This design comes from an exercise in tuning for small area on the open sky130 flow, not from production work.
In this exercise RTL edits were held to simulation tests only and were not proved equivalent to the original.
Power is estimated from default activity; no workload was simulated.

==> flow/design.v <==
package rv_pkg;
    localparam int XLEN = 32;
endpackage
`timescale 1ns/1ps
module rv_slice_top (
    input  logic        clk,
    input  logic        rst_n,
    input  logic [11:0] paddr,
    input  logic        psel,
    input  logic        penable,
    input  logic        pwrite,
    input  logic [31:0] pwdata,
    output logic [31:0] prdata,
    output logic        pready,
    output logic        pslverr
);
    logic [6:0] opc;
    logic [2:0] f3;
    logic [6:0] f7;
    logic       is_lui, is_auipc, is_jal, is_jalr, is_br, is_opi, is_op;
    logic       op_imm_ok, op_ok, legal;
    logic       is_alu, is_shift, is_slt, is_logic, is_sub, is_sra, cmp_signed;
    assign opc = pwdata[6:0];
    assign f3  = pwdata[14:12];
    assign f7  = pwdata[31:25];
    assign op_imm_ok = (f3 == 3'b001) ? (f7 == 7'h00) :
                       (f3 == 3'b101) ? (f7 == 7'h00 || f7 == 7'h20) : 1'b1;
    assign op_ok     = (f7 == 7'h00) || (f7 == 7'h20 && (f3 == 3'b000 || f3 == 3'b101));
    assign is_lui   = (opc == 7'b0110111);
    assign is_auipc = (opc == 7'b0010111);
    assign is_jal   = (opc == 7'b1101111);
    assign is_jalr  = (opc == 7'b1100111) && (f3 == 3'b000);
    assign is_br    = (opc == 7'b1100011) && (f3[2:1] != 2'b01);
    assign is_opi   = (opc == 7'b0010011) && op_imm_ok;
    assign is_op    = (opc == 7'b0110011) && op_ok;
    assign legal    = is_lui | is_auipc | is_jal | is_jalr | is_br | is_opi | is_op;
    assign is_alu     = is_opi | is_op;
    assign is_shift   = is_alu && (f3[1:0] == 2'b01);
    assign is_slt     = is_alu && (f3[2:1] == 2'b01);
    assign is_logic   = is_alu && f3[2] && (f3[1:0] != 2'b01);
    assign is_sub     = is_op && (f3 == 3'b000) && f7[5];
    assign is_sra     = f7[5];
    assign cmp_signed = is_br ? ~f3[1] : ~f3[0];
    logic a_instr, a_pc, a_reg, ex, rd_ok, err;
    assign a_instr = (paddr == 12'h084);
    assign a_pc    = (paddr == 12'h080);
    assign a_reg   = (paddr[11:7] == 5'd0) && (paddr[1:0] == 2'b00);
    assign ex      = pwrite & a_instr & legal;
    assign rd_ok   = ~pwrite & (a_reg | a_pc);
    assign err     = ~(ex | rd_ok);
    logic [4:0] phase;
    logic       clr;         
    logic       ph0, ph31;
    logic [5:0] cnt;         
    logic       a_seen;      
    logic       a_done;      
    logic       aw;          
    logic       first;       
    logic       fin;         
    logic       pc_in_t;
    assign ph0   = (phase == 5'd0);
    assign ph31  = (phase == 5'd31);
    assign aw    = psel & ~a_done & (a_seen | ph0);
    assign first = ~cnt[5];
    always_comb begin
        if (err)           pready = 1'b1;
        else if (rd_ok)    pready = aw & ph31;
        else if (is_shift) pready = (cnt == 6'd63);
        else if (is_slt)   pready = a_done;
        else               pready = aw & ph31;
    end
    assign fin     = psel & penable & pready;
    assign pslverr = err;
    always_ff @(posedge clk or negedge rst_n) begin
        if (!rst_n) begin
            phase <= '0;
            clr   <= 1'b1;
        end else begin
            phase <= phase + 5'd1;
            if (ph31) clr <= 1'b0;
        end
    end
    always_ff @(posedge clk) begin
        if (!psel || fin) begin
            cnt    <= '0;
            a_seen <= 1'b0;
            a_done <= 1'b0;
        end else begin
            cnt <= cnt + 6'd1;
            if (ph0) a_seen <= 1'b1;
            if (aw && ph31) a_done <= 1'b1;
        end
    end
    logic [31:0] head;       
    logic [31:1] wen;
    logic        wd;
    logic [31:0] p_q, t_q;
    logic        p_in, t_in;
    assign head[0] = 1'b0;
    for (genvar n = 1; n < 32; n++) begin : g_x
        logic [31:0] q;
        always_ff @(posedge clk) begin
            q <= {wen[n] ? wd : q[0], q[31:1]};
        end
        assign head[n] = q[0];
    end
    always_ff @(posedge clk) begin
        p_q <= {p_in, p_q[31:1]};
        t_q <= {t_in, t_q[31:1]};
    end
    logic [4:0] ra_idx;
    logic       rs1, rs2, pc_b, rstream;
    assign ra_idx  = pwrite ? pwdata[19:15] : paddr[6:2];
    rmux u_r1(.head(head), .idx(ra_idx), .clr(clr), .o(rs1));
    rmux u_r2(.head(head), .idx(pwdata[24:20]), .clr(clr), .o(rs2));
    assign pc_b    = ((pc_in_t & first) ? t_q[0] : p_q[0]) & ~clr;
    assign rstream = a_pc ? pc_b : rs1;
    logic imm;
    imm_gen u_imm(.pwdata(pwdata), .phase(phase), .fmt_u(is_lui | is_auipc), .fmt_b(is_br), .fmt_j(is_jal), .imm(imm));
    logic a_add, b_add, b_cmp, sum, c_add, c_in;
    logic inc, c_inc, ci_inc;
    logic lt, eq, lt_nx, eq_nx, diff, taken;
    logic logic_b;
    assign a_add = (is_auipc | is_jal | is_br) ? pc_b : (is_lui ? 1'b0 : rs1);
    assign b_add = (is_op ? rs2 : imm) ^ is_sub;
    assign b_cmp = (is_op | is_br) ? rs2 : imm;
    assign c_in  = ph0 ? is_sub : c_add;
    assign sum   = a_add ^ b_add ^ c_in;
    assign ci_inc = (phase == 5'd2) | c_inc;
    assign inc    = pc_b ^ ci_inc;
    assign diff  = rs1 ^ b_cmp;
    assign eq_nx = (ph0 | eq) & ~diff;
    assign lt_nx = diff ? ((ph31 & cmp_signed) ? rs1 : b_cmp) : (~ph0 & lt);
    assign taken = (f3[2] ? lt_nx : eq_nx) ^ f3[0];
    always_comb begin
        case (f3[1:0])
            2'b00:   logic_b = rs1 ^ b_cmp;
            2'b10:   logic_b = rs1 | b_cmp;
            default: logic_b = rs1 & b_cmp;
        endcase
    end
    always_ff @(posedge clk) begin
        c_add <= (a_add & b_add) | (c_in & (a_add ^ b_add));
        c_inc <= ~ph31 & pc_b & ci_inc;
        eq    <= eq_nx;
        lt    <= lt_nx;
    end
    logic [4:0] shamt;
    logic       sgn;
    logic       sh_b;
    always_ff @(posedge clk) begin
        if (first && phase < 5'd5) shamt[phase[2:0]] <= b_cmp;
        if (first && ph31) sgn <= rs1;
    end
    sh_gen u_sh(.t_q(t_q), .shamt(shamt), .phase(phase), .right(f3[2]), .sra(is_sra), .sgn(sgn), .sh_b(sh_b));
    logic go, rd_we;
    assign go = psel & ex;
    always_comb begin
        if (is_shift)          rd_we = ~first;
        else if (is_slt)       rd_we = (aw & ~ph0) | a_done;
        else                   rd_we = aw & ~is_br;
    end
    always_comb begin
        if (clr)                   wd = 1'b0;
        else if (is_shift)         wd = sh_b;
        else if (is_slt)           wd = a_done & lt;
        else if (is_jal | is_jalr) wd = inc;
        else if (is_logic)         wd = logic_b;
        else                       wd = sum;
    end
    logic [7:0] we_hi;
    logic [3:0] we_lo;
    for (genvar i = 0; i < 8; i++) begin : g_wh
        assign we_hi[i] = clr | (go & rd_we & (pwdata[11:9] == i));
    end
    for (genvar i = 0; i < 4; i++) begin : g_wl
        assign we_lo[i] = clr | (pwdata[8:7] == i);
    end
    for (genvar n = 1; n < 32; n++) begin : g_we
        assign wen[n] = we_hi[n / 4] & we_lo[n % 4];
    end
    always_comb begin
        if (clr)                p_in = 1'b0;
        else if (go && aw) begin
            if (is_jal)         p_in = sum;
            else if (is_jalr)   p_in = sum & ~ph0;
            else                p_in = inc;
        end else                p_in = pc_b;
    end
    always_comb begin
        if (psel && rd_ok && aw)            t_in = rstream;
        else if (go && is_br && aw)         t_in = sum;
        else if (go && is_shift && first)   t_in = rs1;
        else                                t_in = t_q[0];
    end
    always_ff @(posedge clk) begin
        if (clr) begin
            pc_in_t <= 1'b0;
        end else if (fin && !err) begin
            pc_in_t <= ex & is_br & taken;
        end
    end
    assign prdata = {rstream, t_q[31:1]};
endmodule
module rmux(input logic [31:0] head, input logic [4:0] idx, input logic clr, output logic o);
    assign o = head[idx] & ~clr;
endmodule
module sh_gen(input logic [31:0] t_q, input logic [4:0] shamt, input logic [4:0] phase, input logic right, sra, sgn, output logic sh_b);
    logic [4:0] tap;
    logic       gt_r, lt_l, fill;
    always_comb begin
        gt_r = 1'b0;     
        lt_l = 1'b0;     
        for (int i = 0; i < 5; i++) begin
            if (phase[i] != ~shamt[i]) gt_r = phase[i];
            if (phase[i] != shamt[i])  lt_l = shamt[i];
        end
    end
    assign tap  = right ? shamt : (5'd0 - shamt);
    assign fill = right ? gt_r : lt_l;
    assign sh_b = fill ? (right & sra & sgn) : t_q[tap];
endmodule
module imm_gen(input logic [31:0] pwdata, input logic [4:0] phase, input logic fmt_u, fmt_b, fmt_j, output logic imm);
    logic [31:0] v;
    logic        m, m_b;
    logic [3:0]  vb;
    assign v  = {pwdata[31:12], 1'b0, pwdata[30:20]};
    assign m  = v[phase];
    assign vb = {pwdata[10:8], pwdata[11]};    
    assign m_b = vb[phase[1:0]];
    always_comb begin
        if (phase < 5'd11) begin
            if (fmt_u)                              imm = 1'b0;
            else if (phase == 5'd0)                 imm = ~(fmt_b | fmt_j) & m;
            else if (fmt_b && phase < 5'd5)         imm = m_b;
            else                                    imm = m;
        end else if (phase == 5'd11) begin
            imm = fmt_u ? 1'b0 : fmt_b ? pwdata[7] : fmt_j ? pwdata[20] : pwdata[31];
        end else if (fmt_u || (fmt_j && phase < 5'd20)) begin
            imm = m;
        end else begin
            imm = pwdata[31];
        end
    end
endmodule
==> flow/config.mk <==
export PLATFORM = sky130hd
export DESIGN_NAME = rv_slice_top
export DESIGN_NICKNAME = rv_slice_top
export VERILOG_FILES = /design/flow/design.v
export SDC_FILE = /design/flow/constraint.sdc
export NUM_CORES = 4
export LEC_CHECK = 0
export CAP_MARGIN = 20
export CORE_MARGIN = 2
export CORE_UTILIZATION = 60
export PLACE_DENSITY = 0.7
export SLEW_MARGIN = 20
==> flow/constraint.sdc <==
create_clock -name core_clock -period 12.0 [get_ports {clk}]
set_input_delay 2.4000 -clock core_clock [delete_from_list [all_inputs] [get_ports {clk}]]
set_output_delay 2.4000 -clock core_clock [all_outputs]
set_load 0.01 [all_outputs]
standard.sh (not shown) runs the stock make flow with config.mk's settings and CLKGATE_MAP_FILE= SYNTH_SCRIPT=/design/flow/synth_recipe.tcl, a recipe that flattens the netlist after the stock synthesis.
==> flow/flow/run.sh <==
#!/bin/bash
# The standard layout (standard.sh), with three changes:
#  - synthesis maps the logic with an area-oriented ABC script (flow/abc_area_map.script)
#    instead of ORFS's delay-oriented one; everything else in synthesis is unchanged
#  - port buffers use the smallest buffer (buf_1) instead of clkdlybuf4s50_1
#  - the clock tree uses clkbuf_4 leaf clusters of at most 12 sinks, without dummy loads
set -e
rm -rf scripts_area
cp -r "$FLOW_HOME/scripts" scripts_area
cp flow/abc_area_map.script scripts_area/abc_speed.script
export SCRIPTS_DIR="$PWD/scripts_area"
export BUFFER_PORTS_ARGS="-buffer_cell sky130_fd_sc_hd__buf_1"
export CTS_ARGS="-sink_clustering_enable -repair_clock_nets -sink_clustering_size 13 -sink_clustering_max_diameter 38 -buf_list sky130_fd_sc_hd__clkbuf_4 -dont_use_dummy_load"
bash standard.sh > standard.log 2>&1
==> flow/flow/abc_area_map.script <==
strash
dch
amap -m
topo
strash
dch
amap -m
topo
Change:
--- a/flow/flow/run.sh
+++ b/flow/flow/run.sh
@@ -11,4 +11,4 @@
 export SCRIPTS_DIR="$PWD/scripts_area"
 export BUFFER_PORTS_ARGS="-buffer_cell sky130_fd_sc_hd__buf_1"
-export CTS_ARGS="-sink_clustering_enable -repair_clock_nets -sink_clustering_size 13 -sink_clustering_max_diameter 38 -buf_list sky130_fd_sc_hd__clkbuf_4 -dont_use_dummy_load"
+export CTS_ARGS="-sink_clustering_enable -repair_clock_nets -sink_clustering_size 12 -sink_clustering_max_diameter 35 -buf_list sky130_fd_sc_hd__clkbuf_4 -dont_use_dummy_load"
 bash standard.sh > standard.log 2>&1
After rerunning:
- first-iteration DRC count goes down by a few percent
- global-route usage barely changes
- worst setup slack gets better by 18 ps
- total power goes up slightly
- clock-buffer cell count goes up by 5
- clock power is about the same
- die area stays the same
Change:
==> flow/flow/run.sh (replaced) <==
#!/bin/bash
# The standard layout (standard.sh), with three changes:
#  - synthesis optimises and maps the logic with an area-oriented ABC script
#    (flow/abc_area_map.script: a time-bounded &deepsyn pass, then amap)
#    instead of ORFS's delay-oriented one; everything else in synthesis is unchanged
#  - port buffers use the smallest buffer (buf_1) instead of clkdlybuf4s50_1
#  - the clock tree uses clkbuf_4 leaf clusters of at most 12 sinks (42 um across), without dummy loads
set -e
rm -rf scripts_area
cp -r "$FLOW_HOME/scripts" scripts_area
cp flow/abc_area_map.script scripts_area/abc_speed.script
export SCRIPTS_DIR="$PWD/scripts_area"
export BUFFER_PORTS_ARGS="-buffer_cell sky130_fd_sc_hd__buf_1"
export CTS_ARGS="-sink_clustering_enable -repair_clock_nets -sink_clustering_size 12 -sink_clustering_max_diameter 42 -buf_list sky130_fd_sc_hd__clkbuf_4 -dont_use_dummy_load"
bash standard.sh > standard.log 2>&1
==> flow/flow/abc_area_map.script (replaced) <==
strash
&get -n
&deepsyn -T 150 -I 4
&put
dch
amap -m -x
topo
strash
dch
amap -m -x
topo
Effect:
- routed wire length grows by 1.3%
- final area decreases by 0.57%
- total power shrinks by 0.86%
- final cell count decreases by 0.47%
- clock-buffer cell count goes down by 7
- register-to-register slack improved by 920 ps
- first-iteration DRC count went down by 1.5%
- worst hold slack gets worse by 5.8 ps
- setup slack gains 94 ps
Change:
==> flow/run.sh (new file) <==
#!/bin/bash
# synth_recipe.tcl (not shown) runs the flow's synth.tcl, then flattens the netlist and writes it again
# the make line also repeats each setting of config.mk as NAME=value (left out here)
make -C /OpenROAD-flow-scripts/flow DESIGN_CONFIG=/design/flow/config.mk WORK_HOME=/design/flow/orfs CLKGATE_MAP_FILE= SYNTH_SCRIPT=/design/flow/synth_recipe.tcl finish
Settings changed: CTS_BUF_LIST from default to sky130_fd_sc_hd__clkbuf_4, CTS_CLUSTER_DIAMETER from default to 35, CTS_CLUSTER_SIZE from default to 12.
removed: flow/flow/run.sh
removed: flow/flow/abc_area_map.script
removed: flow/standard.sh
=> Sequential share of layout area is lower by 5.4 points; total power climbs by a few percent; setup slack gets worse by 560 ps; maximum frequency fell by a few percent; via count came out lower slightly; wire length rose by a few percent; synthesized cell count fell by a few percent.

## re-timing with driven ports
The flow's constraints put no driver on any port. The routed layouts listed below were extracted and timed again, unchanged, in two steps. Step 1, drivers: a clkbuf_16 drives clk and a buf_2 each remaining input, both assumed. Step 2 adds t to the input delays and takes it off the output delays; t is the mean of the earliest and latest rising clock arrival at the registers after step 1. Input paths then give back, and output paths get back, about the clock's delay inside the block. Three values: ideal ports, drivers, drivers and shift; two values: the first two.
run	shift t [ns]	setup WS [ns]	clock arrival spread, ns	worst register clock-pin slew, ns
the first run	0.821	4.075 / 4.054 / 4.054	0.162 / 0.161	0.13 / 0.13
the second run	0.865	4.093 / 4.072 / 4.073	0.119 / 0.118	0.12 / 0.12
the third run	0.864	4.187 / 4.166 / 4.166	0.103 / 0.103	0.12 / 0.12
the fourth run	0.940	3.632 / 3.593 / 3.593	0.065 / 0.065	0.12 / 0.12
After both steps setup and hold are still met in every run listed. The setup slack of the fourth run, which loses most, moves by -0.039 ns with the drivers and by -0.039 ns with both steps.
